Context: an optimization exercise on an open-source flow, tuned for small area, a short achievable clock period and few clock cycles. The choices shown serve that exercise and are no tape-out recipe.
At most, simulation tests tie the RTL to the original design; equivalence was not proved.
Power and IR drop assume default switching activity.

## before
## insertion_sort_engine
module insertion_sort_engine #(
   parameter int DEPTH       = 32,
   parameter int VALUE_WIDTH = 16
) (
   input  logic                          clock,
   input  logic                          reset,
   input  logic                          start,
   output logic                          busy,
   input  logic signed [VALUE_WIDTH-1:0] req_value,
   input  logic                          req_last,
   output logic                          rsp_strobe,
   output logic signed [VALUE_WIDTH-1:0] rsp_value_res,
   output logic                          rsp_last_res,
   output logic                          rsp_dropped
);
==> module insertion_sort_engine, before the edit <==
module insertion_sort_engine #(
   parameter int DEPTH       = 32,
   parameter int VALUE_WIDTH = 16
) (
   input  logic                          clock,
   input  logic                          reset,
   input  logic                          start,
   output logic                          busy,
   input  logic signed [VALUE_WIDTH-1:0] req_value,
   input  logic                          req_last,
   output logic                          rsp_strobe,
   output logic signed [VALUE_WIDTH-1:0] rsp_value_res,
   output logic                          rsp_last_res,
   output logic                          rsp_dropped
);
   logic signed [VALUE_WIDTH-1:0] value_w [DEPTH];
   logic [DEPTH-1:0]              valid_w;
   logic [DEPTH-1:0]              open_w;
   logic [DEPTH-1:0]              par_w;
   logic [DEPTH-1:0]              c_w;
   logic [DEPTH-1:0]              stay_w;
   logic                          nx_valid_ff;
   logic signed [VALUE_WIDTH-1:0] nx_value_ff;
   logic                          nx_last_ff;
   logic                          in_valid_ff;
   logic signed [VALUE_WIDTH-1:0] in_value_ff;
   logic          insert_ff;                 
   logic          close_ff;                  
   logic [$clog2(DEPTH+1)-1:0] count_ff;     
   logic          full_next;
   logic          par_ff;                    
   logic          ovf_open_ff;               
   logic          ovf_head_ff;               
   logic          full;
   logic          head_out;
   logic          head_last;
   logic          new_c;
   ise_pkg::cell_ctrl_type ctrl;
   assign full      = count_ff == DEPTH;
   assign full_next = !ctrl.close && (full || (count_ff == DEPTH - 1 && ctrl.insert));
   assign head_out  = valid_w[0] && !open_w[0];
   assign head_last = !valid_w[1] || open_w[1] || (par_w[1] != par_w[0]);
   assign new_c = greater(in_value_ff, nx_value_ff);
   assign ctrl.insert = insert_ff;
   assign ctrl.close  = close_ff;
   function automatic logic greater(input logic [VALUE_WIDTH-1:0] a, input logic [VALUE_WIDTH-1:0] b);
      logic [VALUE_WIDTH-1:0] g, e;
      g = {~a[VALUE_WIDTH-1] & b[VALUE_WIDTH-1], a[VALUE_WIDTH-2:0] & ~b[VALUE_WIDTH-2:0]};
      e = ~(a ^ b);
      for (int w = 1; w < VALUE_WIDTH; w = w * 2) begin
         for (int k = 0; k + w < VALUE_WIDTH; k = k + 2 * w) begin
            g[k] = g[k + w] | (e[k + w] & g[k]);
            e[k] = e[k + w] & e[k];
         end
      end
      greater = g[0];
   endfunction
   for (genvar i = 0; i < DEPTH; i++) begin : g_cell
      logic signed [VALUE_WIDTH-1:0] right_value;
      logic                          right_valid;
      logic                          right_open;
      logic                          right_par;
      logic                          right_c;
      logic                          right_stay;
      if (i == DEPTH - 1) begin : g_tail
         assign right_value = '0;
         assign right_valid = 1'b0;
         assign right_open  = 1'b0;
         assign right_par   = 1'b0;
         assign right_c     = 1'b0;
         assign right_stay  = 1'b1;
      end else begin : g_inner
         assign right_value = value_w[i+1];
         assign right_valid = valid_w[i+1];
         assign right_open  = open_w[i+1];
         assign right_par   = par_w[i+1];
         assign right_c     = c_w[i+1];
         assign right_stay  = stay_w[i+1];
      end
      ise_cell #(
         .VALUE_WIDTH (VALUE_WIDTH)
      ) u_cell (
         .clock       (clock),
         .reset       (reset),
         .ctrl        (ctrl),
         .new_value   (in_value_ff),
         .new_par     (par_ff),
         .new_c       (new_c),
         .next_value  (nx_value_ff),
         .right_value (right_value),
         .right_valid (right_valid),
         .right_open  (right_open),
         .right_par   (right_par),
         .right_c     (right_c),
         .right_stay  (right_stay),
         .value       (value_w[i]),
         .valid       (valid_w[i]),
         .open        (open_w[i]),
         .par         (par_w[i]),
         .c           (c_w[i]),
         .stay        (stay_w[i])
      );
   end
   always_ff @(posedge clock) begin
      nx_value_ff <= req_value;
      nx_last_ff  <= req_last;
      in_value_ff <= nx_value_ff;
      if (reset) begin
         nx_valid_ff <= 1'b0;
         in_valid_ff <= 1'b0;
         insert_ff   <= 1'b0;
         close_ff    <= 1'b0;
         count_ff    <= '0;
         par_ff      <= 1'b0;
         ovf_open_ff <= 1'b0;
         ovf_head_ff <= 1'b0;
      end else begin
         nx_valid_ff <= start;
         in_valid_ff <= nx_valid_ff;
         insert_ff   <= nx_valid_ff && !full_next;
         close_ff    <= nx_valid_ff && nx_last_ff;
         if (ctrl.close) begin
            count_ff <= '0;
         end else if (ctrl.insert) begin
            count_ff <= count_ff + 1'b1;
         end
         if (ctrl.close) begin
            par_ff      <= !par_ff;
            ovf_open_ff <= 1'b0;
         end else if (in_valid_ff && full) begin
            ovf_open_ff <= 1'b1;
         end
         if (ctrl.close && (ovf_open_ff || full)) begin
            ovf_head_ff <= 1'b1;
         end else if (head_out && head_last) begin
            ovf_head_ff <= 1'b0;
         end
      end
   end
   assign busy          = 1'b0;
   assign rsp_strobe    = head_out;
   assign rsp_value_res = value_w[0];
   assign rsp_last_res  = head_last;
   assign rsp_dropped   = ovf_head_ff;
endmodule
Settings: LEC_CHECK=0, CAP_MARGIN=20, CORE_MARGIN=2, CORE_UTILIZATION=40, SLEW_MARGIN=20; clock period 4.5 ns.
run.sh (not shown) runs the stock make flow with config.mk's settings and CLKGATE_MAP_FILE= SYNTH_SCRIPT=/design/flow/synth_recipe.tcl, a recipe that flattens the netlist after the stock synthesis.
--- input diff before..after ---
-- flow/design.v --
<<< before, line 114
   logic                          in_valid_ff;
   logic signed [VALUE_WIDTH-1:0] in_value_ff;
   logic          insert_ff;                 
   logic          close_ff;                  
   logic [$clog2(DEPTH+1)-1:0] count_ff;     
   logic          full_next;
   logic          par_ff;                    
   logic          ovf_open_ff;               
>>> after, line 114
   logic                          in_valid_ff;
   logic signed [VALUE_WIDTH-1:0] in_value_ff;
   logic                          in_last_ff;
   logic          par_ff;                    
   logic          ovf_open_ff;               
<<< before, line 126
   logic          new_c;
   ise_pkg::cell_ctrl_type ctrl;
   assign full      = count_ff == DEPTH;
   assign full_next = !ctrl.close && (full || (count_ff == DEPTH - 1 && ctrl.insert));
   assign head_out  = valid_w[0] && !open_w[0];
   assign head_last = !valid_w[1] || open_w[1] || (par_w[1] != par_w[0]);
   assign new_c = greater(in_value_ff, nx_value_ff);
   assign ctrl.insert = insert_ff;
   assign ctrl.close  = close_ff;
   function automatic logic greater(input logic [VALUE_WIDTH-1:0] a, input logic [VALUE_WIDTH-1:0] b);
      logic [VALUE_WIDTH-1:0] g, e;
>>> after, line 123
   logic          new_c;
   ise_pkg::cell_ctrl_type ctrl;
   assign full      = valid_w[0] && open_w[0];
   assign head_out  = valid_w[0] && !open_w[0];
   assign head_last = !valid_w[1] || open_w[1] || (par_w[1] != par_w[0]);
   assign new_c = greater(in_value_ff, nx_value_ff);
   assign ctrl.insert = in_valid_ff && !full;
   assign ctrl.close  = in_valid_ff && in_last_ff;
   function automatic logic greater(input logic [VALUE_WIDTH-1:0] a, input logic [VALUE_WIDTH-1:0] b);
      logic [VALUE_WIDTH-1:0] g, e;
<<< before, line 195
      nx_last_ff  <= req_last;
      in_value_ff <= nx_value_ff;
      if (reset) begin
         nx_valid_ff <= 1'b0;
         in_valid_ff <= 1'b0;
         insert_ff   <= 1'b0;
         close_ff    <= 1'b0;
         count_ff    <= '0;
         par_ff      <= 1'b0;
         ovf_open_ff <= 1'b0;
>>> after, line 191
      nx_last_ff  <= req_last;
      in_value_ff <= nx_value_ff;
      in_last_ff  <= nx_last_ff;
      if (reset) begin
         nx_valid_ff <= 1'b0;
         in_valid_ff <= 1'b0;
         par_ff      <= 1'b0;
         ovf_open_ff <= 1'b0;
<<< before, line 207
         nx_valid_ff <= start;
         in_valid_ff <= nx_valid_ff;
         insert_ff   <= nx_valid_ff && !full_next;
         close_ff    <= nx_valid_ff && nx_last_ff;
         if (ctrl.close) begin
            count_ff <= '0;
         end else if (ctrl.insert) begin
            count_ff <= count_ff + 1'b1;
         end
         if (ctrl.close) begin
            par_ff      <= !par_ff;
>>> after, line 201
         nx_valid_ff <= start;
         in_valid_ff <= nx_valid_ff;
         if (ctrl.close) begin
            par_ff      <= !par_ff;
- Of before and after, before shows the higher global-route usage, with after below it.
- Count of clock-buffer cells in the layout went up by a few percent going from before to after.
- Looking at before and after, the sequential power is a wash.
- The clock network power of after is lower than that of before.
- Of the two values seen for launch point of the worst path, insert_ff$_SDFF_PP0_ was produced by before and g_cell[0].u_cell.valid_ff$_SDFFE_PP0N_ by after.
- Between before and after, peak clock frequency supported by timing decreased.
Testbench counts of after, summed over its fixed seeds: cycles 6,587.
Function not checked in before: the RTL went through the layout flow alone.

[afterwards: timing with drivers on the ports]
How much do the figures lean on ideal ports? The routed layouts below were timed once more, with nothing changed but the port constraints.
Step 1: set_driving_cell puts a clkbuf_16 on clock and a buf_2 on each other input, an assumption about the parent block.
Step 2 also shifts input and output timing later by t, the mid clock arrival at the registers, as if the neighbouring blocks saw the same clock.
Slacks: ideal / step 1 / step 2; pairs: ideal / step 1.
run	shift t [ns]	setup WS [ns]	clock arrival spread, ns	worst slew at a driven data input, ns	pins driven straight from the clock port
before	0.699	1.508 / 1.508 / 1.508	0.026 / 0.025	0.05	1
after	0.688	1.313 / 1.313 / 1.313	0.025 / 0.025	0.10	1
After both steps setup and hold are still met in every run listed.
